Context: an optimization exercise on an open-source flow, tuned for small area, a short achievable clock period and few clock cycles per item. The choices shown serve that exercise and are no tape-out recipe.
Function was checked by simulation only, so behaviour that the tests miss may differ from the original.

==> flow/design.v <==
`timescale 1ns/10ps
package ascon_pkg;
    typedef logic [63:0] lane_t;
    typedef logic [319:0] state_t;
    localparam int ROUNDS = 12;
    typedef logic [3:0] round_idx_t;
    localparam logic [8*ROUNDS-1:0] ROUND_CONST = {
        8'h4b, 8'h5a, 8'h69, 8'h78,
        8'h87, 8'h96, 8'ha5, 8'hb4,
        8'hc3, 8'hd2, 8'he1, 8'hf0
    };
endpackage
`timescale 1ns/10ps
package hash_pkg;
    localparam int BLOCK_BITS = 64;
    localparam int KEEP_BITS = BLOCK_BITS / 8;
    typedef logic [BLOCK_BITS-1:0] block_t;
    typedef logic [KEEP_BITS-1:0] keep_t;
    localparam logic [63:0] HASH_IV = 64'h0000080100cc0002;
    localparam int DIGEST_WORDS = 4;
    typedef logic [1:0] beat_cnt_t;
endpackage
`timescale 1ns/10ps
module ascon_round (
    input  ascon_pkg::state_t     state_i,
    input  ascon_pkg::round_idx_t round_i,
    output ascon_pkg::state_t     state_o
);
    ascon_pkg::lane_t a0, a1, a2, a3, a4;
    ascon_pkg::lane_t t0, t1, t2, t3, t4;
    function automatic ascon_pkg::lane_t ror(input ascon_pkg::lane_t v, input int n);
        ror = (v >> n) | (v << (64 - n));
    endfunction
    always_comb begin
        a0 = state_i[0 +: 64];
        a1 = state_i[64 +: 64];
        a2 = state_i[128 +: 64] ^ {56'd0, ~round_i, round_i};
        a3 = state_i[192 +: 64];
        a4 = state_i[256 +: 64];
        a0 = a0 ^ a4;
        a4 = a4 ^ a3;
        a2 = a2 ^ a1;
        t0 = ~a0 & a1;
        t1 = ~a1 & a2;
        t2 = ~a2 & a3;
        t3 = ~a3 & a4;
        t4 = ~a4 & a0;
        a0 = a0 ^ t1;
        a1 = a1 ^ t2;
        a2 = a2 ^ t3;
        a3 = a3 ^ t4;
        a4 = a4 ^ t0;
        a1 = a1 ^ a0;
        a0 = a0 ^ a4;
        a3 = a3 ^ a2;
        a2 = ~a2;
        state_o[0 +: 64] = a0 ^ ror(a0, 19) ^ ror(a0, 28);
        state_o[64 +: 64] = a1 ^ ror(a1, 61) ^ ror(a1, 39);
        state_o[128 +: 64] = a2 ^ ror(a2, 1) ^ ror(a2, 6);
        state_o[192 +: 64] = a3 ^ ror(a3, 10) ^ ror(a3, 17);
        state_o[256 +: 64] = a4 ^ ror(a4, 7) ^ ror(a4, 41);
    end
endmodule
`timescale 1ns/10ps
module ascon_permutation #(
    parameter int K  = 2,
    parameter int JW = 3
) (
    input  ascon_pkg::state_t state_i,
    input  logic [JW-1:0]     step_i,
    output ascon_pkg::state_t state_o
);
    logic [320*(K+1)-1:0] chain;
    assign chain[319:0] = state_i;
    for (genvar k = 0; k < K; k++) begin : g_round
        ascon_round u_round (
            .state_i (chain[320*k +: 320]),
            .round_i (ascon_pkg::round_idx_t'({step_i, 1'(k)})),
            .state_o (chain[320*(k+1) +: 320])
        );
    end
    assign state_o = chain[320*K +: 320];
endmodule
`timescale 1ns/10ps
module ascon_padder (
    input  hash_pkg::block_t s_tdata_i,
    input  hash_pkg::keep_t  s_tkeep_i,
    output hash_pkg::block_t blk_o
);
    hash_pkg::keep_t pad_pos;
    assign pad_pos = ~s_tkeep_i & {s_tkeep_i[hash_pkg::KEEP_BITS-2:0], 1'b1};
    always_comb begin
        for (int b = 0; b < hash_pkg::KEEP_BITS; b++) begin
            if (s_tkeep_i[b]) blk_o[8*b +: 8] = s_tdata_i[8*b +: 8];
            else              blk_o[8*b +: 8] = {7'd0, pad_pos[b]};
        end
    end
endmodule
`timescale 1ns/10ps
`timescale 1ns/10ps
module ascon_hash_top (
    input  logic              clk,
    input  logic              rst_i,
    input  logic              start_i,
    output logic              busy_o,
    output logic              done_o,
    input  hash_pkg::block_t  s_tdata_i,
    input  hash_pkg::keep_t   s_tkeep_i,
    input  logic              s_tlast_i,
    input  logic              s_tvalid_i,
    output logic              s_tready_o,
    output hash_pkg::block_t  m_tdata_o,
    output logic              m_tlast_o,
    output logic              m_tvalid_o,
    input  logic              m_tready_i
);
    localparam int K  = 2;
    localparam int P  = 6;
    localparam int JW = 3;
    localparam ascon_pkg::state_t INIT_STATE = 320'hdd78040e4043feae_948dfde831a83e05_2cf6dc20c037822f_7f0feea630079ddc_d0dec9d479f0af4e;
    ascon_pkg::state_t state_q;
    ascon_pkg::state_t rounds;
    hash_pkg::block_t  pad_blk;
    hash_pkg::block_t  absorb_blk;
    logic [JW-1:0]     step_q;
    logic              busy_q;
    logic              need_q;     
    logic              extra_q;    
    logic              outv_q;     
    logic [1:0]        word_q;
    logic              last_step;
    logic              take_beat;
    logic              take_extra;
    logic              advance;
    assign last_step  = (step_q == JW'(P - 1));
    assign s_tready_o = busy_q && need_q && !extra_q && last_step;
    assign take_beat  = s_tready_o && s_tvalid_i;
    assign take_extra = need_q && extra_q && last_step;
    assign advance    = outv_q ? m_tready_i
                               : !(last_step && need_q && !extra_q && !s_tvalid_i);
    assign busy_o     = busy_q;
    assign m_tvalid_o = outv_q;
    assign m_tlast_o  = (word_q == 2'd3);
    assign m_tdata_o  = state_q[63:0];
    assign done_o     = outv_q && m_tready_i && (word_q == 2'd3);
    ascon_padder u_padder (
        .s_tdata_i (s_tdata_i),
        .s_tkeep_i (s_tkeep_i),
        .blk_o     (pad_blk)
    );
    ascon_permutation #(
        .K  (K),
        .JW (JW)
    ) u_permutation (
        .state_i (state_q),
        .step_i  (step_q),
        .state_o (rounds)
    );
    always_comb begin
        absorb_blk = '0;
        if (take_beat) absorb_blk = pad_blk;
        absorb_blk[0] = absorb_blk[0] | take_extra;
    end
    always_ff @(posedge clk) begin
        if (!busy_q) begin
            state_q <= INIT_STATE;
        end else if (advance) begin
            state_q <= {rounds[319:64], rounds[63:0] ^ absorb_blk};
        end
    end
    always_ff @(posedge clk) begin
        if (rst_i) begin
            busy_q  <= 1'b0;
            outv_q  <= 1'b0;
            need_q  <= 1'b0;
            extra_q <= 1'b0;
            word_q  <= 2'd0;
            step_q  <= JW'(P - 1);
        end else if (!busy_q) begin
            busy_q  <= start_i;
            outv_q  <= 1'b0;
            need_q  <= 1'b1;
            extra_q <= 1'b0;
            word_q  <= 2'd0;
            step_q  <= JW'(P - 1);
        end else if (advance) begin
            step_q <= last_step ? '0 : step_q + JW'(1);
            if (outv_q) begin
                outv_q <= 1'b0;
                word_q <= word_q + 2'd1;
                if (word_q == 2'd3) busy_q <= 1'b0;
            end else if (last_step) begin
                if (take_extra) begin
                    extra_q <= 1'b0;
                    need_q  <= 1'b0;
                end else if (take_beat) begin
                    if (s_tlast_i) begin
                        if (&s_tkeep_i) extra_q <= 1'b1;
                        else            need_q  <= 1'b0;
                    end
                end else begin
                    outv_q <= 1'b1;
                end
            end
        end
    end
endmodule
Settings: LEC_CHECK=0, CAP_MARGIN=20, CORE_MARGIN=2, CORE_UTILIZATION=40, SLEW_MARGIN=20; clock period 10.0 ns.
run.sh (not shown) runs the stock make flow with config.mk's settings and CLKGATE_MAP_FILE= SYNTH_SCRIPT=/design/flow/synth_recipe.tcl, a recipe that flattens the netlist after the stock synthesis.
The first run passed the timing, DRC and antenna checks.
Testbench counts at the start, summed over its fixed seeds: cycles 21,306, bytes 20,059.
Then changed:
--- a/flow/design.v
+++ b/flow/design.v
@@ -35,5 +35,5 @@
         a0 = state_i[0 +: 64];
         a1 = state_i[64 +: 64];
-        a2 = state_i[128 +: 64] ^ {56'd0, ~round_i, round_i};
+        a2 = state_i[128 +: 64] ^ {56'd0, ascon_pkg::ROUND_CONST[8*round_i +: 8]};
         a3 = state_i[192 +: 64];
         a4 = state_i[256 +: 64];
@@ -76,5 +76,5 @@
         ascon_round u_round (
             .state_i (chain[320*k +: 320]),
-            .round_i (ascon_pkg::round_idx_t'({step_i, 1'(k)})),
+            .round_i (ascon_pkg::round_idx_t'(step_i * K + k)),
             .state_o (chain[320*(k+1) +: 320])
         );
Die area drops by 4.2%.
Clock skew climbs by 0.025 ns.
Maximum frequency drops by 5.0%.
Global-route usage climbs by 1.2 points.
Testbench counts after the change, summed over its fixed seeds: cycles 21,306, bytes 20,059.

## port drivers added, routing unchanged
How much do the figures lean on ideal ports? The routed layouts below were timed once more, with nothing changed but the port constraints. Step 1 (the two cells are an assumption about what drives the block):
set clk [get_ports {clk}]
set_driving_cell -lib_cell sky130_fd_sc_hd__clkbuf_16 $clk
set_driving_cell -lib_cell sky130_fd_sc_hd__buf_2 [delete_from_list [all_inputs] $clk]
Step 2 also shifts input and output timing later by t, the mid clock arrival at the registers, as if the neighbouring blocks saw the same clock. Slacks: ideal / step 1 / step 2; pairs: ideal / step 1.
run | shift t [ns] | setup WS [ns] | worst hold slack (ns) | latest minus earliest clock arrival (ns) | slew at the worst register clock pin (ns)
the first run | 0.724 | 4.402 / 4.402 / 4.196 | 0.469 / 0.469 / 0.469 | 0.019 / 0.019 | 0.07 / 0.07
the second run | 0.738 | 4.107 / 4.107 / 4.107 | 0.473 / 0.473 / 0.473 | 0.044 / 0.043 | 0.07 / 0.07
After both steps setup and hold are still met in every run listed. For the first run, which loses most, drivers alone change the setup slack by 0.000 ns; drivers and shift together by -0.206 ns.
